What follows belongs to an exercise in optimizing a design on an open flow for a short achievable clock period and few clock cycles; a production flow would make more cautious choices.
In this exercise RTL edits were held to simulation tests only and were not proved equivalent to the original.
Power is estimated from default activity; no workload was simulated.

## oak
// mips_multicycle_core
module mips_multicycle_core #(
    parameter logic [31:0] RESET_PC        = 32'h0000_0000,
    parameter bit          HALT_ON_ILLEGAL = 1'b1,
    parameter int unsigned WAIT_LIMIT      = 0
) (
    input  logic        clk,
    input  logic        rst_n,
    output logic        imem_req,
    output logic [31:0] imem_addr,
    input  logic [31:0] imem_rdata,
    input  logic        imem_ready,
    output logic        dmem_req,
    output logic        dmem_we,
    output logic [31:0] dmem_addr,
    output logic [31:0] dmem_wdata,
    input  logic [31:0] dmem_rdata,
    input  logic        dmem_ready,
    output logic [31:0] pc,
    output logic        retire,
    output logic        halted
);
    localparam logic [5:0] OP_RTYPE = 6'h00;
    localparam logic [5:0] OP_J     = 6'h02;
    localparam logic [5:0] OP_BEQ   = 6'h04;
    localparam logic [5:0] OP_BNE   = 6'h05;
    localparam logic [5:0] OP_ADDI  = 6'h08;
    localparam logic [5:0] OP_LW    = 6'h23;
    localparam logic [5:0] OP_SW    = 6'h2B;
  ...
clock: 6.5 ns
lec_check: 0
abc_clock_period_in_ps: 2500
cap_margin: 20
core_margin: 2
core_utilization: 35
place_density: 0.55
setup_slack_margin: 3.5
slew_margin: 20
synth_hierarchical: 1
tns_end_percent: 100
run.sh (not shown) runs the stock make flow with config.mk's settings and CLKGATE_MAP_FILE= SYNTH_SCRIPT=/design/flow/synth_recipe.tcl, a recipe that flattens the netlist after the stock synthesis.
Testbench counts of oak, summed over its fixed seeds: cycles 28,226.
> inputs changed (oak -> pine)
--- a/flow/design.v
+++ b/flow/design.v
@@ -25,21 +25,21 @@
     localparam logic [5:0] OP_BEQ   = 6'h04;
     localparam logic [5:0] OP_BNE   = 6'h05;
     localparam logic [5:0] OP_ADDI  = 6'h08;
     localparam logic [5:0] OP_LW    = 6'h23;
     localparam logic [5:0] OP_SW    = 6'h2B;
     localparam logic [5:0] FN_ADD   = 6'h20;
     localparam logic [5:0] FN_SUB   = 6'h22;
     localparam logic [5:0] FN_AND   = 6'h24;
     localparam logic [5:0] FN_OR    = 6'h25;
     localparam logic [5:0] FN_SLT   = 6'h2A;
-    localparam int         BHT_BITS = 5;
+    localparam int         BHT_BITS = 6;
     localparam int         NLP      = 4;     
     function automatic logic [31:0] ks_add(input logic [31:0] a, input logic [31:0] b,
                                            input logic cin);
         logic [31:0] p, g, gg, pp, gn, pn;
         p = a ^ b;
         g = a & b;
         g[0] = g[0] | (p[0] & cin);
         gg = g;
         pp = p;
         for (int d = 1; d < 32; d = d * 2) begin
### Flow results
Going from oak to pine, upper clock frequency limit shrinks by about 2.5%.
Final weighted congestion of routability-driven global placement, pine vs oak: up slightly
Worst setup path endpoint: imem_addr[2] -> oak, m_log_q[0] -> pine
When pine is set beside oak, its number of non-clock inverters turns out to be 20% larger.
Taking oak as the reference, in pine cell area rose by about 6%; count of non-CTS buffers in the layout moved up; final-layout clock-cell area share now sits at about the same level.
The multi-input combinational area share of pine is lower than that of oak.
Re number of enable-type register cells in the synthesized netlist: no difference whatsoever between oak and pine.
Of oak and pine, the higher critical path depth belongs to pine.
Taking oak as the reference point, the hold slack of pine rises by 150 ps.
Relative to oak, wire length increased by 4.9% in pine.
Testbench counts of pine, summed over its fixed seeds: cycles 28,186.


== before ==
Another version of the RTL of mips_multicycle_core (not shown whole).
For scale: about 10000 cells after synthesis, ~1800 flip-flops, ~200 I/O pins, about 96000 um^2 of cells after synthesis.
export LEC_CHECK = 0
export ABC_CLOCK_PERIOD_IN_PS = 2500
export CAP_MARGIN = 20
export CORE_MARGIN = 2
export CORE_UTILIZATION = 35
export PLACE_DENSITY = 0.55
export SETUP_SLACK_MARGIN = 3.5
export SLEW_MARGIN = 20
export SYNTH_HIERARCHICAL = 1
export TNS_END_PERCENT = 100
create_clock -name core_clock -period 6.5 [get_ports {clk}]
Testbench counts of before, summed over its fixed seeds: cycles 28,186.
Changes in after relative to before:
--- a/flow/design.v
+++ b/flow/design.v
@@ -80,16 +80,14 @@
     logic        e_kb_q;         
     logic        m_valid_q;
     logic [31:0] m_pc_q;
     logic [31:0] m_addr_q;       
     logic [31:0] m_sum_q;        
     logic [31:0] m_diff_q;       
     logic [31:0] m_log_q;        
-    logic        m_slt_q;        
-    logic [31:0] m_logx;         
     logic        m_is_sum_q, m_is_diff_q;
     logic [31:0] m_res;
     logic [31:0] m_wdata_q;
     logic [4:0]  m_dest_q;
     logic        m_wen_q;
     logic [31:1] m_wsel_q;       
     logic        m_load_q;
@@ -115,16 +113,15 @@
     assign dmem_addr  = m_addr_q;
     assign dmem_wdata = m_wdata_q;
     assign pc         = pc_q;
     assign retire     = retire_q;
     assign halted     = halted_q;
     logic [31:0] m_wb;
     logic        m_busy, m_done;
-    assign m_logx = {m_log_q[31:1], m_log_q[0] | m_slt_q};
-    assign m_res  = m_is_sum_q ? m_sum_q : (m_is_diff_q ? m_diff_q : m_logx);
+    assign m_res  = m_is_sum_q ? m_sum_q : (m_is_diff_q ? m_diff_q : m_log_q);
     assign m_wb   = m_load_q ? dmem_rdata : m_res;
     assign m_busy = m_req_q && !dmem_ready;
     assign m_done = m_valid_q && !m_busy;
     logic [31:0] inst;
     logic [5:0]  f_op, f_fn;
     logic [4:0]  f_rs, f_rt, f_rd;
     logic        f_r, f_j, f_beq, f_bne, f_addi, f_lw, f_sw, f_br, f_legal;
@@ -193,26 +190,27 @@
     assign f_rtv  = f_rt_w ? m_wb : f_rt_rf;
     logic [31:0] fa, fb, ca, cb, fsd, sum, diff, logr;
     logic        slt, eq, taken, mispredict, misalign;
     assign fa  = e_a_q;
     assign fb  = e_b_q;
     assign ca  = ({32{e_cam_sum_q}}  & m_sum_q)  |
                  ({32{e_cam_diff_q}} & m_diff_q) |
-                 ({32{e_cam_log_q}}  & m_logx)   |
+                 ({32{e_cam_log_q}}  & m_log_q)  |
                  ({32{e_car_q}}      & e_a_q);
     assign cb  = ({32{e_cbm_sum_q}}  & m_sum_q)  |
                  ({32{e_cbm_diff_q}} & m_diff_q) |
-                 ({32{e_cbm_log_q}}  & m_logx)   |
+                 ({32{e_cbm_log_q}}  & m_log_q)  |
                  ({32{e_cbr_q}}      & e_b_q);
     assign fsd = e_sdm_q ? m_res : e_sd_q;
     mc_add32 u_sum  (.a(fa), .b(fb), .s(sum));
     mc_sub32 u_diff (.a(fa), .b(fb), .s(diff));
-    mc_slt32 u_slt (.a(fa), .b(fb), .lt(slt));
+    assign slt  = (fa[31] != fb[31]) ? fa[31] : diff[31];
     assign logr = ({32{e_op_and_q}} & (fa & fb)) |
-                  ({32{e_op_or_q}}  & (fa | fb));
+                  ({32{e_op_or_q}}  & (fa | fb)) |
+                  {31'd0, e_op_slt_q & slt};
     mc_eq32 u_eq (.a(ca), .b(cb), .eq(eq));
     assign taken      = eq ^ e_bne_q;
     assign mispredict = e_brk_q && (eq ^ e_k_q);
     assign misalign   = (e_load_q || e_store_q) && (sum[1:0] != 2'b00);
     logic [29:0] e_pc4_w, e_bt_w;
     logic [31:0] e_alt;
     mc_inc30 u_e_pc4 (.a(e_pc_q[31:2]), .s(e_pc4_w));
@@ -470,20 +468,18 @@
         end
     end
     always_ff @(posedge clk or negedge rst_n) begin
         if (!rst_n) begin
             m_sum_q  <= 32'd0;
             m_diff_q <= 32'd0;
             m_log_q  <= 32'd0;
-            m_slt_q  <= 1'b0;
         end else begin
             m_sum_q  <= sum;
             m_diff_q <= diff;
             m_log_q  <= logr;
-            m_slt_q  <= e_op_slt_q && slt;
         end
     end
     always_ff @(posedge clk or negedge rst_n) begin
         if (!rst_n) begin
             retire_q <= 1'b0;
             halted_q <= 1'b0;
             pc_q     <= 32'd0;
@@ -505,27 +501,27 @@
     end
 endmodule
 module mc_rdmux (
     input  logic [991:0] regs,
     input  logic [4:0]   sel,
     output logic [31:0]  q
 );
+    logic [31:0] l1 [0:15];
+    logic [31:0] l2 [0:7];
+    logic [31:0] l3 [0:3];
+    logic [31:0] l4 [0:1];
     always_comb begin
-        q = 32'd0;
-        for (int i = 1; i < 32; i++)
-            q = q | ({32{sel == 5'(i)}} & regs[32*(i-1) +: 32]);
+        for (int i = 0; i < 16; i++)
+            l1[i] = sel[0] ? regs[32*(2*i) +: 32] : ((i == 0) ? 32'd0 : regs[32*(2*i-1) +: 32]);
+        for (int i = 0; i < 8; i++) l2[i] = sel[1] ? l1[2*i+1] : l1[2*i];
+        for (int i = 0; i < 4; i++) l3[i] = sel[2] ? l2[2*i+1] : l2[2*i];
+        for (int i = 0; i < 2; i++) l4[i] = sel[3] ? l3[2*i+1] : l3[2*i];
+        q = sel[4] ? l4[1] : l4[0];
     end
 endmodule
-module mc_slt32 (
-    input  logic [31:0] a,
-    input  logic [31:0] b,
-    output logic        lt
-);
-    assign lt = $signed(a) < $signed(b);
-endmodule
 module mc_eq32 (
     input  logic [31:0] a,
     input  logic [31:0] b,
     output logic        eq
 );
     assign eq = (a == b);
 endmodule
Findings:
In the flow results for before and after, the sequential share of layout area is smaller on before. | leakage power | after vs before | 2.7 nW lower |. Higher non-clock buffer count in the final layout was reported by before, not after. Of before and after, the run reporting the higher via count of the first global-routing pass was before. Re fraction of power consumed by the clock network: before and after aren't equal, and the lower value belongs to before. Looking at launching element of the worst setup path, the fpc_q[4]$_DFFE_PN0P_ result is from before; the e_b_q[4]$_DFFE_PN0P_ one comes from after. Against before, after comes in 6.1% lower on via count normalized by instance count.
Testbench counts of after, summed over its fixed seeds: cycles 28,186.

==> separate check: timing with driven ports <==
The flow's constraints put no driver on any port. The routed layouts listed below were extracted and timed again, unchanged, in two steps. Step 1: set_driving_cell puts a clkbuf_16 on clk and a buf_2 on each other input, an assumption about the parent block. Step 2 times the ports against the registers' clock, not the clock port: input delays grow and output delays shrink by t, the midpoint of the rising clock arrivals with the driver on. a / b / c = ideal / step 1 / step 2; a / b = the first two.
run	t (ns)	slack for setup (ns)	worst setup path after step 2
oak	0.970	3.402 / 3.031 / 2.062	input to register
pine	0.972	3.322 / 3.072 / 2.100	input to register
before	0.995	3.244 / 3.008 / 2.013	input to register
after	0.954	3.395 / 3.142 / 2.188	input to register
After both steps every run listed still meets setup and hold. The setup slack of oak, which loses most, moves by -0.371 ns with the drivers and by -1.340 ns with both steps.
